This is an optimization exercise on Yosys and OpenROAD, whose aim is small area and a short achievable clock period, not a production implementation.
The RTL was checked by simulation tests, not by an equivalence proof against the original design.
Power and IR drop assume default switching activity.

==> flow/design.v (excerpt) <==
module donkeyScreen #(
    parameter int TimerStart      = 6059,
    parameter int FramesPerSecond = 60
) (
    input  logic                  frame_clk,
    input  logic                  reset,
    input  logic                  PSEL,
    input  logic                  PENABLE,
    input  logic                  PWRITE,
    input  logic [7:0]            PADDR,
    input  logic [15:0]           PWDATA,
    output logic [15:0]           PRDATA,
    output logic                  PREADY,
    output logic                  PSLVERR,
    input  logic                  frameStart,
    input  spritePkg::coordT      drawX,
    input  spritePkg::coordT      drawY,
    output spritePkg::colorT      rgb,
    output spritePkg::frameCountT timeLeft
);
    spritePkg::coordT barrel0X;
    spritePkg::coordT barrel0Y;
    spritePkg::coordT barrel1X;
    spritePkg::coordT barrel1Y;
    spritePkg::coordT barrelSize;
    logic  timerRestart;
    logic  hundreds;
    spritePkg::digitT tens;
    spritePkg::digitT ones;
    logic [1:0] code;
    apbRegs regs (
        .frame_clk, .reset,
        .PSEL, .PENABLE, .PWRITE, .PADDR, .PWDATA,
        .PRDATA, .PREADY, .PSLVERR,
        .barrel0X, .barrel0Y, .barrel1X, .barrel1Y, .barrelSize,
        .timerRestart
    );
    countdownTimer timer (
        .frame_clk, .reset, .frameStart, .timerRestart,
        .timeLeft, .hundreds, .tens, .ones
    );
    sceneHitTest hitTest (
        .frame_clk, .reset, .drawX, .drawY,
        .barrel0X, .barrel0Y, .barrel1X, .barrel1Y, .barrelSize,
        .hundreds, .tens, .ones,
        .code
    );
    pixelMixer mixer (
        .code, .rgb
    );
endmodule
Size: ~96 I/O pins, about 0.016 mm^2 of cells after synthesis.
==> flow/config.mk <==
export PLATFORM = sky130hd
export DESIGN_NAME = donkeyScreen
export DESIGN_NICKNAME = donkeyScreen
export VERILOG_FILES = /design/flow/design.v
export SDC_FILE = /design/flow/constraint.sdc
export NUM_CORES = 4
export LEC_CHECK = 0
export CAP_MARGIN = 20
export CORE_MARGIN = 2
export CORE_UTILIZATION = 55
export CTS_BUF_LIST = sky130_fd_sc_hd__clkbuf_4 sky130_fd_sc_hd__clkbuf_8
export PLACE_DENSITY = 0.7
export SLEW_MARGIN = 20
export SYNTH_HIERARCHICAL = 1
export SYNTH_MINIMUM_KEEP_SIZE = 0
==> flow/constraint.sdc <==
create_clock -name core_clock -period 14.0 [get_ports {frame_clk}]
set_input_delay 2.8000 -clock core_clock [delete_from_list [all_inputs] [get_ports {frame_clk}]]
set_output_delay 2.8000 -clock core_clock [all_outputs]
set_load 0.01 [all_outputs]
standard.sh (not shown) runs the stock make flow with config.mk's settings and CLKGATE_MAP_FILE= SYNTH_SCRIPT=/design/flow/synth_recipe.tcl, a recipe that flattens the netlist after the stock synthesis.
==> flow/flow/run.sh <==
#!/bin/bash
# The standard layout, with plain buffers on the ports instead of the delay cells
# that port buffering picks by default, and timing repair aimed at a shorter period than
# the clock (the margin); make's output goes to make_finish.log, each tool's to orfs/logs
set -euo pipefail
bash standard.sh finish BUFFER_PORTS_ARGS="-buffer_cell sky130_fd_sc_hd__buf_2" SETUP_SLACK_MARGIN=8 > make_finish.log 2>&1
The baseline completed with no timing, DRC or antenna violations.
Then changed:
CORE_UTILIZATION = 40   (was 55)
PLACE_DENSITY = not set   (was 0.7)
SYNTH_HIERARCHICAL = not set   (was 1)
SYNTH_MINIMUM_KEEP_SIZE = not set   (was 0)
Outcome: Routed wire length rises by a few percent; cell area rises slightly; utilization falls by 15 points; cell count rises by about a fifth; area after synthesis hardly moves; setup slack got worse by 0.69 ns; synthesized cell count rises by a few percent.
Then changed:
PLACE_DENSITY = 0.75   (was not set)
SYNTH_HIERARCHICAL = 1   (was not set)
SYNTH_MINIMUM_KEEP_SIZE = 0   (was not set)
Outcome: The new run finished with timing, DRC and antenna clean. Maximum frequency climbs by 11%. Area after synthesis stays flat. Cell area drops by 0.32%. Clock-buffer cell count climbs by 2.

---

Starting RTL as in the previous note.
clock: 14.0 ns
lec_check: 0
cap_margin: 20
core_margin: 2
core_utilization: 40
cts_buf_list: sky130_fd_sc_hd__clkbuf_4 sky130_fd_sc_hd__clkbuf_8
slew_margin: 20
synth_hierarchical: 1
synth_minimum_keep_size: 0
==> flow/flow/run.sh <==
#!/bin/bash
# The standard layout, with plain buffers on the ports instead of the delay cells
# that port buffering picks by default, and timing repair aimed at a shorter period than
# the clock (the margin); make's output goes to make_finish.log, each tool's to orfs/logs
set -euo pipefail
bash standard.sh finish BUFFER_PORTS_ARGS="-buffer_cell sky130_fd_sc_hd__buf_2" SETUP_SLACK_MARGIN=7.7 > make_finish.log 2>&1
Next try:
--- a/flow/flow/run.sh
+++ b/flow/flow/run.sh
@@ -6 +6 @@
-bash standard.sh finish BUFFER_PORTS_ARGS="-buffer_cell sky130_fd_sc_hd__buf_2" SETUP_SLACK_MARGIN=7.7 > make_finish.log 2>&1
+bash standard.sh finish BUFFER_PORTS_ARGS="-buffer_cell sky130_fd_sc_hd__buf_2" SETUP_SLACK_MARGIN=8 > make_finish.log 2>&1
Settings changed: GPL_ROUTABILITY_DRIVEN set to 0, GPL_TIMING_DRIVEN set to 0.
Effect: Non-clock buffer count rose by 129; via count rose by 3.4%; die area does not change; fmax fell by 4.3%.
Next try:
Settings changed: GPL_ROUTABILITY_DRIVEN 0 to not set, GPL_TIMING_DRIVEN 0 to not set.
Result: Cell count came out lower by 5.6%; die area stays the same; sequential cell count stays the same; wire length drops by 2.3%; maximum frequency is higher by 4.5%; via count goes down by 3.0%; final area fell by 3.9%; synthesized cell count is unchanged; sequential power goes up by 11%; total power is lower by 2.8%; critical path depth is lower by 2.
Next try:
Settings changed: CTS_BUF_LIST sky130_fd_sc_hd__clkbuf_4 sky130_fd_sc_hd__clkbuf_8 to sky130_fd_sc_hd__clkbuf_8, CTS_CLUSTER_DIAMETER set to 300, CTS_CLUSTER_SIZE set to 40.
Clock skew stays the same.
Global-route usage is unchanged.
Cell area is unchanged.
Cell count stays the same.
Total power stays the same.
Wire length does not change.
Maximum frequency stays the same.
Sequential share of layout area does not change.
Flip-flop and latch count does not change.

[static timing again, ports no longer ideal]
The results above use ideal ports. As a check the final layouts listed here were re-extracted and re-timed, cells and wires unchanged.
Step 1 (the two cells are an assumption about what drives the block):
set clk [get_ports {frame_clk}]
set_driving_cell -lib_cell sky130_fd_sc_hd__clkbuf_16 $clk
set_driving_cell -lib_cell sky130_fd_sc_hd__buf_2 [delete_from_list [all_inputs] $clk]
Step 2 also shifts input and output timing later by t, the mid clock arrival at the registers, as if the neighbouring blocks saw the same clock.
Slacks: ideal / step 1 / step 2; pairs: ideal / step 1.
run	t (ns)	slack for setup (ns)	slew at the worst register clock pin (ns)	worst slew at a driven data input, ns	cell pins on the clock port's net
the first run of note 1	0.498	7.494 / 7.261 / 7.261	0.11 / 0.11	0.24	1
the second run of note 1	0.510	6.806 / 6.775 / 6.775	0.09 / 0.09	0.04	1
the third run of note 1	0.487	7.500 / 7.279 / 7.279	0.09 / 0.09	0.24	1
the first run of note 2	0.515	7.499 / 7.289 / 7.289	0.10 / 0.10	0.24	1
the second run of note 2	0.506	7.204 / 7.159 / 7.159	0.10 / 0.10	0.06	1
the third run of note 2	0.503	7.500 / 7.272 / 7.272	0.10 / 0.10	0.25	1
the fourth run of note 2	0.503	7.500 / 7.272 / 7.272	0.10 / 0.10	0.25	1
After both steps every run listed still meets setup and hold. For the first run of note 1, which loses most, drivers alone change the setup slack by -0.233 ns; drivers and shift together by -0.233 ns.
